This design comes from an exercise in tuning for small area on the open sky130 flow, not from production work. In this exercise RTL edits were held to simulation tests only and were not proved equivalent to the original. Power and IR drop assume default switching activity.

## design.v

```verilog
package rf_pkg;
   localparam int unsigned XLEN_DEF  = 32;
   localparam int unsigned NREGS_DEF = 32;
   localparam int unsigned NRD_DEF   = 2;
   function automatic int unsigned rf_addr_width(input int unsigned n);
      rf_addr_width = (n < 2) ? 1 : $clog2(n);
   endfunction
endpackage
module rf_pending
#(
   parameter int unsigned NREGS = rf_pkg::NREGS_DEF,
   parameter int unsigned AW    = rf_pkg::rf_addr_width(NREGS)
) (
   input  logic             clk,
   input  logic             rst_n,
   input  logic             i_iss_en,
   input  logic [AW-1:0]    i_iss_wa,
   input  logic             i_wb_en,
   input  logic [AW-1:0]    i_wb_wa,
   output logic [NREGS-1:0] o_pend,
   output logic [AW:0]      o_cnt,
   output logic             o_iss_waw,
   output logic             o_wb_orphan
);
   logic [NREGS-1:0] r_pend;
   logic [AW:0]      r_cnt;
   logic [AW:0]      w_cnt_nxt;
   logic             w_iss_vld;
   logic             w_wb_vld;
   logic             w_same;
   logic             w_p_iss;
   logic             w_p_wb;
   logic             w_set;
   logic             w_clr;
   always_comb begin
      w_iss_vld = i_iss_en && (i_iss_wa != '0);
      w_wb_vld  = i_wb_en && (i_wb_wa != '0);
      w_same    = w_iss_vld && w_wb_vld && (i_iss_wa == i_wb_wa);
      w_p_iss   = r_pend[i_iss_wa];
      w_p_wb    = r_pend[i_wb_wa];
      w_set     = w_iss_vld && !w_p_iss;
      w_clr     = w_wb_vld && w_p_wb && !w_same;
      w_cnt_nxt = r_cnt + (AW+1)'(w_set) - (AW+1)'(w_clr);
   end
   assign r_pend[0] = 1'b0;
   for (genvar k = 1; k < int'(NREGS); k++) begin : g_pend
      always_ff @(posedge clk or negedge rst_n) begin
         if (!rst_n)
            r_pend[k] <= 1'b0;
         else if (w_iss_vld && i_iss_wa == AW'(k))
            r_pend[k] <= 1'b1;
         else if (w_wb_vld && i_wb_wa == AW'(k))
            r_pend[k] <= 1'b0;
      end
   end
   always_ff @(posedge clk or negedge rst_n) begin
      if (!rst_n) r_cnt <= '0;
      else        r_cnt <= w_cnt_nxt;
   end
   assign o_pend      = r_pend;
   assign o_cnt       = r_cnt;
   assign o_iss_waw   = rst_n && w_iss_vld && w_p_iss && !w_same;
   assign o_wb_orphan = rst_n && w_wb_vld && !w_p_wb;
endmodule
module rf_scoreboard
#(
   parameter int unsigned XLEN   = rf_pkg::XLEN_DEF,
   parameter int unsigned NREGS  = rf_pkg::NREGS_DEF,
   parameter int unsigned NRD    = rf_pkg::NRD_DEF,
   parameter int unsigned BYPASS = 1,
   localparam int unsigned AW    = rf_pkg::rf_addr_width(NREGS)
) (
   input  logic                clk,
   input  logic                rst_n,
   input  logic [NRD*AW-1:0]   RF_ADR,
   output logic [NRD*XLEN-1:0] RF_RD,
   output logic [NRD-1:0]      RF_BUSY,
   input  logic                ISS_EN,
   input  logic [AW-1:0]       ISS_WA,
   input  logic                WB_EN,
   input  logic [AW-1:0]       WB_WA,
   input  logic [XLEN-1:0]     WB_WD,
   output logic                ISS_WAW,
   output logic                WB_ORPHAN,
   output logic [AW:0]         PEND_CNT
);
   logic [NREGS-1:0] w_pend;
   logic [NREGS-1:0] w_wen;      
   logic [NREGS-1:0] r_vld;      
   logic             w_wb_vld;
   assign w_wb_vld = WB_EN && (WB_WA != '0);
   always_comb begin
      for (int k = 0; k < int'(NREGS); k++)
         w_wen[k] = w_wb_vld && (WB_WA == AW'(k));
   end
   always_ff @(posedge clk or negedge rst_n) begin
      if (!rst_n) r_vld <= '0;
      else        r_vld <= r_vld | w_wen;
   end
   logic [XLEN-1:0] r_regs [NREGS];
   assign r_regs[0] = '0;
   logic [NREGS*XLEN-1:0] r_flat;
   for (genvar k = 1; k < int'(NREGS); k++) begin : g_reg
      logic [XLEN-1:0] r_q;
      always_ff @(posedge clk) begin
         if (w_wen[k]) r_q <= WB_WD;
      end
      assign r_regs[k] = r_q;
      assign r_flat[k*XLEN +: XLEN] = r_q;
   end
   for (genvar g = 0; g < int'(NRD); g++) begin : g_rd
      logic [AW-1:0]    w_adr;
      logic             w_hit;
      logic [NREGS-1:0] w_sel;
      logic [XLEN-1:0]  w_rd;
      assign w_adr = RF_ADR[g*AW +: AW];
      assign w_hit = (BYPASS != 0) && w_wb_vld && (WB_WA == w_adr);
      always_comb begin
         w_sel[0] = w_hit;
         for (int k = 1; k < int'(NREGS); k++)
            w_sel[k] = (w_adr == AW'(k)) && r_vld[k] && !w_hit;
      end
      rf_rdmux #(.XLEN(XLEN), .N(NREGS)) u_mux (
         .i_sel (w_sel),
         .i_d   ({r_flat[NREGS*XLEN-1:XLEN], WB_WD}),
         .o_d   (w_rd)
      );
      assign RF_RD[g*XLEN +: XLEN] = w_rd;
      assign RF_BUSY[g] = w_pend[w_adr] && !w_hit;
   end
   assign r_flat[XLEN-1:0] = '0;
   rf_pending #(
      .NREGS (NREGS),
      .AW    (AW)
   ) u_pending (
      .clk         (clk),
      .rst_n       (rst_n),
      .i_iss_en    (ISS_EN),
      .i_iss_wa    (ISS_WA),
      .i_wb_en     (WB_EN),
      .i_wb_wa     (WB_WA),
      .o_pend      (w_pend),
      .o_cnt       (PEND_CNT),
      .o_iss_waw   (ISS_WAW),
      .o_wb_orphan (WB_ORPHAN)
   );
endmodule
module rf_rdmux
#(
   parameter int unsigned XLEN = 32,
   parameter int unsigned N    = 32
) (
   input  logic [N-1:0]      i_sel,
   input  logic [N*XLEN-1:0] i_d,
   output logic [XLEN-1:0]   o_d
);
   localparam int unsigned NG = (N + 2) / 3;
   for (genvar b = 0; b < int'(XLEN); b++) begin : g_bit
      logic [NG-1:0] w_n;
      for (genvar j = 0; j < int'(NG); j++) begin : g_grp
         if (3*j + 2 < N) begin : g_3
            rf_aoi222 u_aoi (
               .i_a0 (i_d[(3*j)*XLEN + b]),   .i_s0 (i_sel[3*j]),
               .i_a1 (i_d[(3*j+1)*XLEN + b]), .i_s1 (i_sel[3*j+1]),
               .i_a2 (i_d[(3*j+2)*XLEN + b]), .i_s2 (i_sel[3*j+2]),
               .o_y  (w_n[j])
            );
         end else begin : g_2
            rf_aoi22 u_aoi (
               .i_a0 (i_d[(3*j)*XLEN + b]),   .i_s0 (i_sel[3*j]),
               .i_a1 (i_d[(3*j+1)*XLEN + b]), .i_s1 (i_sel[3*j+1]),
               .o_y  (w_n[j])
            );
         end
      end
      assign o_d[b] = ~&w_n;
   end
endmodule
module rf_aoi222 (
   input  logic i_a0, i_s0, i_a1, i_s1, i_a2, i_s2,
   output logic o_y
);
   assign o_y = ~((i_a0 & i_s0) | (i_a1 & i_s1) | (i_a2 & i_s2));
endmodule
module rf_aoi22 (
   input  logic i_a0, i_s0, i_a1, i_s1,
   output logic o_y
);
   assign o_y = ~((i_a0 & i_s0) | (i_a1 & i_s1));
endmodule
```

## run.sh

```bash
#!/bin/bash
# synth_recipe.tcl (not shown) runs the flow's synth.tcl, then flattens the netlist and writes it again
# the make line also repeats each setting of config.mk as NAME=value (left out here)
make -C /OpenROAD-flow-scripts/flow DESIGN_CONFIG=/design/flow/config.mk WORK_HOME=/design/flow/orfs CLKGATE_MAP_FILE= SYNTH_SCRIPT=/design/flow/synth_recipe.tcl finish
```

## config.mk

```make
export PLATFORM = sky130hd
export DESIGN_NAME = rf_scoreboard
export DESIGN_NICKNAME = rf_scoreboard
export VERILOG_FILES = /design/flow/design.v
export SDC_FILE = /design/flow/constraint.sdc
export NUM_CORES = 4
export LEC_CHECK = 0
export CAP_MARGIN = 20
export CORE_MARGIN = 2
export CORE_UTILIZATION = 60
export CTS_BUF_LIST = sky130_fd_sc_hd__clkbuf_4 sky130_fd_sc_hd__clkbuf_8
export SLEW_MARGIN = 20
export SYNTH_HIERARCHICAL = 1
export SYNTH_MINIMUM_KEEP_SIZE = 0
```

## constraint.sdc

```tcl
create_clock -name core_clock -period 8.0 [get_ports {clk}]
set_input_delay 1.6000 -clock core_clock [delete_from_list [all_inputs] [get_ports {clk}]]
set_output_delay 1.6000 -clock core_clock [all_outputs]
set_load 0.01 [all_outputs]
```

==> results.txt, run 1 <==
- CP max FO: 32
- Die Y: 273 um
- Worst Setup Path Type: in -> out
- DRT Pass-1 Iters: 17
- Initial antenna violation count: 12
- Placed cell areas: 0.0477 mm^2
- Root Driver: clkbuf_8
- Hold buffers post-CTS: 0
- Mapped Nets: 2584
- Final min period: approximately 7700 ps
- Synth-to-Final Area Change: 17.0%
- VDD IR-drop max: 0.164 mV
- Detailed-route DRC error count: 0
- Max Clock Skew: ~33 ps
- Synth cell types: 60
- WL per Instance: just over 40 um
- Port bufs: about 130
- Skew-Pair Late Insertion Delay: about 840 ps
- Syn Inst Count: 2521
- Crit-path slowest cell: clkdlybuf4s50_1
- LEAKAGE: 16.4 nW
- First-pass GRT wire length: between 200 and 250 mm
- Post-synth EDFFs: a little under 1000
- Post-synthesis sequential area ratio: 72.3%
- Num CTS Buffers: 163
- Die area: 0.0747 mm^2
- Via count: 33609
- Crit path buffers/inverters: 2
- CP delay by family, top: simple AND/OR/NAND/NOR gates
- Async set-reset flop share out of synthesis: 6.42%
- Design area: approximately 0.051 mm^2
- R2r setup slk: approximately 4700 ps
- Yosys warns: 9
- Cell chain of the critical path: clkdlybuf4s50_1, xnor2_1, nand3_1, o2111a_2, and3_2, a222oi_1, nand4_1, or3_1, clkdlybuf4s50_1
- Synthesized area: 0.0435 mm^2
- H-tree levels: 4
- Cell repeated most along the worst path: clkdlybuf4s50_1
- Slew HR: roughly 14%
- ANT nets after route: 0
- Synth Register Bits: 1060
- Crit path DAT: 6070 ps
- Final setup TNS: 0 ps
- RSZ-0062 raised after global routing: false
- Post-CTS repair timing setup buffer count: 0
- Worst EP required: 6400 ps
- I/O pin count: 130
- Final net count: 2993
- Commonest non-fill, non-tap cell in the layout: edfxtp_1
- Status: complete, no violations
- Yosys top cell area share: 68.4%
- Initial drt markers: 8894
- Most frequent cells in the layout: 992 x edfxtp_1, 640 x a222oi_1, 172 x clkbuf_8
- Setup ws final: 329 ps
- Number of global-route vias before repair: 33003
- Clock Pin Slew Worst Setup and Hold Paths: 60 ps
- Detailed placement HPWL: 91.6 mm
- Mean number of vias per cell: 8.40
- Fraction of layout cells with a size suffix above 1: 20.4%
- Setup WS pre-CTS: 568 ps
- Total grt overflow: 0
- Max-Cap Viols: 0
- Cell row count: approximately 100
- Synth area leaders: edfxtp_1 68%, a222oi_1 15%, dfrtp_1 3.9%
- Setup violators final: 0
- Crit end category: output port
- Post-CTS sizing: 0
- Max frequency: 130 MHz
- PD cells: 237 mW/mm^2
- GPL Wtd Cong: 0.912
- Mapped Avg Cell Area: 17.3 um^2
- Starting Density: 60.8%
- TritonCTS clock tree: done
- Clk sinks: 1060
- Fin. max-slew vios: 0
- Die W: 273 um
- Largest net degree at the start of global routing: 71
- Tcrit/Tclk final: 95.9%
- Max stage delay on crit path: 760 ps
- Worst Hold Class: reg -> reg
- Synth Flop Type: edfxtp_1
- DRT Wirelength: 164 mm
- Critical path launch point type: input pin
- Clock Tree Buf Depth: 3
- Area leader, netlist: edfxtp_1
- Gr usage total: between 40% and 50%
- Hold Vio Cnt, Final: 0
- Core area: 0.0716 mm^2
- Least-Margin Pin Slew: 1290 ps
[stage by stage]
stage | hold WS (ps) | instances | utilization (%) | power [mW]
final | 489 | 3999 | 71.1 | 12.1
after global routing | 515 | 3996 | 71.1 | 12.3
after CTS | 482 | 3994 | 71.1 | 12.0
after detailed placement | 469 | 3715 | 66.6 | 7.57
after global placement | 466 | 3713 | 66.6 | 7.54
after floorplan | 446 | 2521 | - | 6.95
[Yosys stat by module, one instance, submodules excluded, a selection]
module | cells | cell area [um^2] | times used | flip-flops and latches
rf_aoi222 | 1 | 10.0 | 640 | 0
rf_aoi22 | 1 | 12.5 | 64 | 0
rf_scoreboard | 1312 | 32400 | 1 | 1023
[cells in the mapped netlist (3+ instances only)]
library cell	instances
a21oi_1	5
nor3b_1	3
or3_1	67
nand3_1	86
nor3_1	5
dfrtp_1	68
and3_1	27
nor2_1	73
nand2_1	53
xnor2_1	18
o211ai_1	8
or2_2	37
nand3b_1	7
nand4_1	130
ha_1	6
a222oi_1	640
mux4_2	22
mux2i_1	12
nor4_1	8
buf_2	9
inv_1	17
a22oi_2	64
clkbuf_1	22
a32o_1	4
nor2b_1	17
nand2b_1	9
o21ai_0	62
o211a_1	4
o22ai_1	4
edfxtp_1	992
[final cells by class]
type / instances / area, um^2
flip-flops and latches: 1060 / 31500
fillers: 4660 / 20700
multi-input cells: 1409 / 12400
clock buffers: 214 / 2680
repair buffers: 279 / 2590
well taps: 950 / 1190
clock inverters: 65 / 524
inverters: 17 / 63.8
diodes: 5 / 12.5
[power by group]
part	internal (mW)	total [mW]	switching, mW
registers	6.22	6.36	0.137
logic	0.476	1.16	0.682
clock network	2.41	4.54	2.13
total	9.11	12.1	2.95
[cell families (layout without fill, tap and decap cells)]
family | Yosys count | after routing | synth area share, %
DFF | 1060 | 1060 | 72.3
AOI/OAI and AO/OA | 811 | 811 | 18.2
and+or+nand+nor | 532 | 532 | 6.75
buffers and inverters | 52 | 575 | 0.517
muxes | 38 | 38 | 1.59
xor gates and xnor gates | 20 | 20 | 0.402
adders and majority gates | 7 | 7 | 0.218
other | 1 | 6 | 0.00861
[metal layers]
layer	up-vias	track usage, %	wire (um)
met3	652	18.8	31300
met4	8	19.2	7590
li1	12924	-	-
met5	-	0	49
met2	3580	63.1	70900
met1	16445	57.3	53900
[flip-flops by register name, indices dropped and copies added, names as in the netlist]
name,cells
g.r_q,992
r_vld,31
u_pending.r_pend,31
u_pending.r_cnt,6
[worst paths after layout]
path	from	end	cells past startpoint
setup / recovery	WB_WA[4]	RF_RD[29]	9
hold / removal	r_vld[9]	r_vld[9]	1
setup reg to reg	u_pending.r_pend[7]	u_pending.r_cnt[4]	13
hold reg to reg	r_vld[9]	r_vld[9]	1
max in group asynchronous	rst_n	r_vld[17]	2
min in group asynchronous	rst_n	u_pending.r_pend[1]	2
==> run 2, diff against run 1 <==
==> flow/run.sh (new file) <==
#!/bin/bash
# Own layout flow: the standard ORFS flow with three changes that only affect
# cell choice and count, not the design, constraints, power grid or tap cells:
#  - port buffers use the smallest buffer cell instead of a delay cell,
#  - clock tree without dummy loads, with small clock buffers,
#  - power recovery (downsizing where slack allows) after global routing.
set -euo pipefail
export BUFFER_PORTS_ARGS="-buffer_cell sky130_fd_sc_hd__buf_1"
export CTS_ARGS="-sink_clustering_enable -repair_clock_nets -dont_use_dummy_load -buf_list {sky130_fd_sc_hd__clkbuf_4 sky130_fd_sc_hd__clkbuf_8}"
export RECOVER_POWER=100
bash standard.sh > standard_flow.log 2>&1
==> standard.sh (new file) <==
#!/bin/bash
# synth_recipe.tcl (not shown) runs the flow's synth.tcl, then flattens the netlist and writes it again
# the make line also repeats each setting of config.mk as NAME=value (left out here)
make -C /OpenROAD-flow-scripts/flow DESIGN_CONFIG=/design/flow/config.mk WORK_HOME=/design/flow/orfs CLKGATE_MAP_FILE= SYNTH_SCRIPT=/design/flow/synth_recipe.tcl "${@:-finish}"
--- a/config.mk
+++ b/config.mk
@@ -7,8 +7,7 @@
 export LEC_CHECK = 0
 export CAP_MARGIN = 20
 export CORE_MARGIN = 2
-export CORE_UTILIZATION = 60
-export CTS_BUF_LIST = sky130_fd_sc_hd__clkbuf_4 sky130_fd_sc_hd__clkbuf_8
+export CORE_UTILIZATION = 65
 export SLEW_MARGIN = 20
 export SYNTH_HIERARCHICAL = 1
 export SYNTH_MINIMUM_KEEP_SIZE = 0
removed: run.sh
==> run 2 against run 1 <==
  * The layout now fails its checks (max-capacitance violations, max-slew violations)
  * First-iteration DRC count grew 6.7%
  * Die area shrank 7.6%
  * Register-to-register slack gained 40 ps
  * Worst hold slack lost 8.1 ps
  * Critical path depth grew 1
  * Setup slack gained 140 ps
  * Power shrank 7.8%
  * Global-route usage grew 4.9 points
  * Utilization grew 2.6 points
  * Synthesized area is the same
  * Largest power group unchanged
==> results.txt, run 2 <==
- Design area: 0.0487 mm^2 (-4.4%)
- Status: complete, but fails checks
- Crit path buffers/inverters: 3 (+1)
- Final min period: 7530 ps (-137 ps)
- Final setup TNS: 0 ps (unchanged)
- CP max FO: 13 (-59%)
- Critical path launch point type: input pin
- Top-count cell post-synth: edfxtp_1
- Crit path DAT: 5930 ps (-140 ps)
- Cell row count: 94 (-4.1%)
- Compound-Gate Fraction of Synth Area: 18.2% (unchanged)
- LEAKAGE: 15.4 nW (-6.3%)
- WHS Endpoint: r_vld[3]
- DRT Wirelength: 168 mm (+2.8%)
- Commonest non-fill, non-tap cell in the layout: edfxtp_1
- Post-CTS repair timing setup buffer count: 0 (unchanged)
- TritonCTS clock tree: done
- Detailed placement HPWL: 95.8 mm (+4.6%)
- DRT Pass-1 Iters: 17 (unchanged)
- Async set-reset flop share out of synthesis: 6.42% (unchanged)
- Post-synthesis mux area share: 1.59% (unchanged)
- Die W: 263 um (-3.9%)
- Num CTS Buffers: 166 (+1.8%)
- Yosys top cell area share: 68.4% (unchanged)
- ANT nets after route: 0 (unchanged)
- Placed insts: 3638 (-2.1%)
- Synth cell types: 60 (unchanged)
- Clk sinks: 1060 (unchanged)
- Synth Area in Adders: 0.218% (unchanged)
- Setup violators final: 0 (unchanged)
- Biggest regs: g.r_q x992, r_vld x31, u_pending.r_pend x31
- PD cells: 228 mW/mm^2 (-3.6%)
- Synth Area in XOR/XNOR: 0.402% (unchanged)
- R2r startpoint: u_pending.r_pend[6]
- Fin. max-slew vios: 1502 (+1502)
- Mapped Avg Cell Area: 17.3 um^2 (unchanged)
- Final net count: 3007 (+0.47%)
- P_sw: 2.71 mW (-8.1%)
- HP Start: r_vld[3]
- Mapped Nets: 2584 (unchanged)
- Hold Vio Cnt, Final: 0 (unchanged)
- CP delay by family, top: simple AND/OR/NAND/NOR gates
- Fraction of layout cells with a size suffix above 1: 15.6% (-4.8 points)
- Final core area utilization: 73.7% (+2.6 points)
- Post-CTS sizing: 0 (unchanged)
- Worst Hold Class: reg -> reg
- Cell chain of the critical path: clkbuf_1, or4_1, o2111ai_4, o2111a_1, and3_1, clkbuf_1, a222oi_1, nand4_1, or3_1, buf_1
- R2r setup slk: 4730 ps (+40 ps)
- Largest family of logic cells by synthesized area: compound AO/OA/AOI/OAI gates
- Number of cells on the worst hold path: 1 (unchanged)
- Worst EP required: 6400 ps (about the same)
- WL per Instance: 44.2 um (+8.0%)
- Crit end category: output port
- Initial drt markers: 9491 (+6.7%)
- Pint: 8.40 mW (-7.8%)
- VDD IR-drop max: 0.161 mV (-2.3%)
- Gr usage total: 48.4% (+4.9 points)
- Crit-path slowest cell: and3_1
- Setup WS pre-CTS: 1220 ps (+654 ps)
- Largest net degree at the start of global routing: 71 (unchanged)
- Least-Margin Pin Slew: 4050 ps (+2760 ps)
- Max frequency: 133 MHz (+1.8%)
- Yosys warns: 9 (unchanged)
- Biggest register: g.r_q
- Post-synthesis sequential area ratio: 72.3% (unchanged)
- GPL Wtd Cong: 0.947 (+3.8%)
- Most frequent cells in the layout: 992 x edfxtp_1, 640 x a222oi_1, 166 x clkbuf_8
- Combinational power share: 9.2% (-0.4 points)
- Number of global-route vias before repair: 34428 (+4.3%)
- Switching Fraction: 24.4% (-0.063 points)
- Placed cell areas: 0.0467 mm^2 (-2.1%)
- Initial antenna violation count: 5 (-7)
- Hold buffers post-CTS: 0 (unchanged)
- Max Clock Skew: 24.3 ps (-8.41 ps)
- Root Driver: clkbuf_8
- RSZ-0062 raised after global routing: false
- Largest register FFs: 992 (unchanged)
- Clock Tree Buf Depth: 3 (unchanged)
- Core area: 0.0661 mm^2 (-7.7%)
- Synth area leaders: edfxtp_1 68%, a222oi_1 15%, dfrtp_1 3.9%
- Starting Density: 65.9% (+5.1 points)
- Most instantiated cells after synthesis: 992 x edfxtp_1, 640 x a222oi_1, 130 x nand4_1
- Synth Register Bits: 1060 (unchanged)
- Clock group share of total power: 33.5% (-4.2 points)
- Total grt overflow: 0 (unchanged)
- Sequential power share: 57.3% (+4.6 points)
- Max-Cap Viols: 51 (+51)
- FF-to-FF path depth: 12 (-1)
- H-tree levels: 4 (unchanged)
- Post-synth EDFFs: 992 (unchanged)
- Simple-gate portion of the synthesized area: 6.75% (unchanged)
- Cell repeated most along the worst path: clkbuf_1
- Die area: 0.0691 mm^2 (-7.6%)
- First-pass GRT wire length: 236 mm (+3.3%)
- Area leader, netlist: edfxtp_1
- Worst reg2reg path endpoint: u_pending.r_cnt[5]
- Max stage delay on crit path: 1000 ps (+240 ps)
- Syn Inst Count: 2521 (unchanged)
- Setup ws final: 466 ps (+137 ps)
- Detailed-route DRC error count: 0 (unchanged)
- Synthesized area: 0.0435 mm^2 (unchanged)
- Clock Pin Slew Worst Setup and Hold Paths: 50 ps (about the same)
- Mean number of vias per cell: 9.00 (+7.1%)
- I/O pin count: 130 (unchanged)
- Via count: 34281 (+2.0%)
- Skew-Pair Late Insertion Delay: 810 ps (-30 ps)
- Fail Reasons: max-capacitance violations, max-slew violations
- Synth Flop Type: edfxtp_1
- Non-filler instance count after layout: 3808 (-4.8%)
- Slew HR: -170% (-180 points)
- Synth-to-Final Area Change: 11.9%
- Port bufs: 129 (unchanged)
- Tcrit/Tclk final: 94.2% (-1.7 points)
- Die Y: 263 um (-3.9%)
- Worst Setup Path Type: in -> out
[run 2: cell count changes in the layout (fill, tap and decap cells not counted), moves of 13 or more]
| cell | before | now |
|---|---|---|
| clkdlybuf4s50_1 | 124 | 0 |
| clkbuf_1 | 0 | 77 |
| buf_4 | 135 | 88 |
| buf_12 | 13 | 0 |
| clkbuf_4 | 42 | 0 |
| buf_1 | 0 | 119 |
| clkinv_1 | 38 | 0 |
| and3_1 | 5 | 19 |
[run 2: area by class of cell]
cell class,count,area (um^2)
inverters,17,63.8
multi-input cells,1409,12300
flip-flops and latches,1060,31500
clock buffers,166,2280
well taps,864,1080
fillers,4265,17400
repair buffers,290,1520
diodes,2,5.00
[run 2: worst max-delay path by stage]
stage             start        end  slack [ps]  cells after the start
6_report       WB_WA[0]  RF_RD[34]         470                     10
5_1_grt        WB_WA[0]  RF_RD[14]         500                     10
4_1_cts        WB_WA[4]  RF_RD[14]        1210                     10
3_5_place_dp   WB_WA[4]  RF_RD[14]        1220                     10
3_3_place_gp   WB_WA[4]  RF_RD[14]        1270                     10
2_1_floorplan  WB_WA[3]  RF_RD[10]         770                      8
[run 2: per-stage QoR]
stage,power [mW],hold WS [ps]
2_1_floorplan,6.95,446
3_3_place_gp,7.40,461
3_5_place_dp,7.44,466
4_1_cts,11.0,479
5_1_grt,11.4,509
6_report,11.1,481
[run 2: worst reg2reg max path, cell delays in order (launching register included)]
cell and delay (ps):
dfrtp_1 440, mux4_2 480, a2111o_1 420, o22ai_1 210
and3b_1 210, ha_1 230, inv_1 70, ha_1 220
a21o_1 200, a21oi_1 260, o21bai_1 110, a21oi_1 210
xnor2_1 140
[run 2: logic make-up after synthesis]
logic type               Yosys count
AO/OA/AOI/OAI                    811
XOR/XNOR                          20
adder cells (fa/ha/maj)            7
buffers and inverters             52
flip-flops                      1060
multiplexers                      38
other                              1
AND/OR/NAND/NOR                  532
[run 2: modules after synthesis (local to each module, per instance), a selection]
module / cells inside / copies in the design
rf_scoreboard: 1312 / 1
rf_aoi222: 1 / 640
rf_aoi22: 1 / 64
[run 2: per-layer routing]
metal	share of wire, %	vias to the layer above	GRT usage, %	routed length (um)
met1	30	16439	61.1	51300
met2	42	4168	67.6	70700
met5	0.023	-	0	39
met3	20	869	23.3	34200
met4	7.2	6	30.2	12100
li1	-	12799	-	-
[run 2: power groups by stage]
stage | Sequential [mW] | Combinational [mW] | Clock [mW]
after floorplan | 6.42 | 0.526 | 0
after global placement | 6.45 | 0.949 | 0
after detailed placement | 6.46 | 0.981 | 0
after CTS | 6.35 | 0.984 | 3.69
after global routing | 6.38 | 1.06 | 3.92
final | 6.37 | 1.02 | 3.72

[static timing again, ports no longer ideal]
The results above use ideal ports. As a check the final layouts listed here were re-extracted and re-timed, cells and wires unchanged. Step 1: set_driving_cell puts a clkbuf_16 on clk and a buf_2 on each other input, an assumption about the parent block. Step 2, shift: input delay + t, output delay - t, t = (earliest + latest rising clock arrival at the registers) / 2. This alone moves slack from input paths to output paths. Slacks: ideal ports / drivers / drivers and shift; pairs: ideal ports / drivers.
| run | t (ns) | setup slack, ns | worst hold slack (ns) | worst data-port slew with drivers (ns) |
|---|---|---|---|---|
| run 1 | 0.887 | 0.329 / 0.295 / 0.295 | 0.489 / 0.489 / 0.489 | 0.04 |
| run 2 | 0.863 | 0.466 / 0.441 / -0.022 | 0.481 / 0.481 / 0.481 | 0.08 |
The setup slack of run 2, which loses most, moves by -0.025 ns with the drivers and by -0.488 ns with both steps.
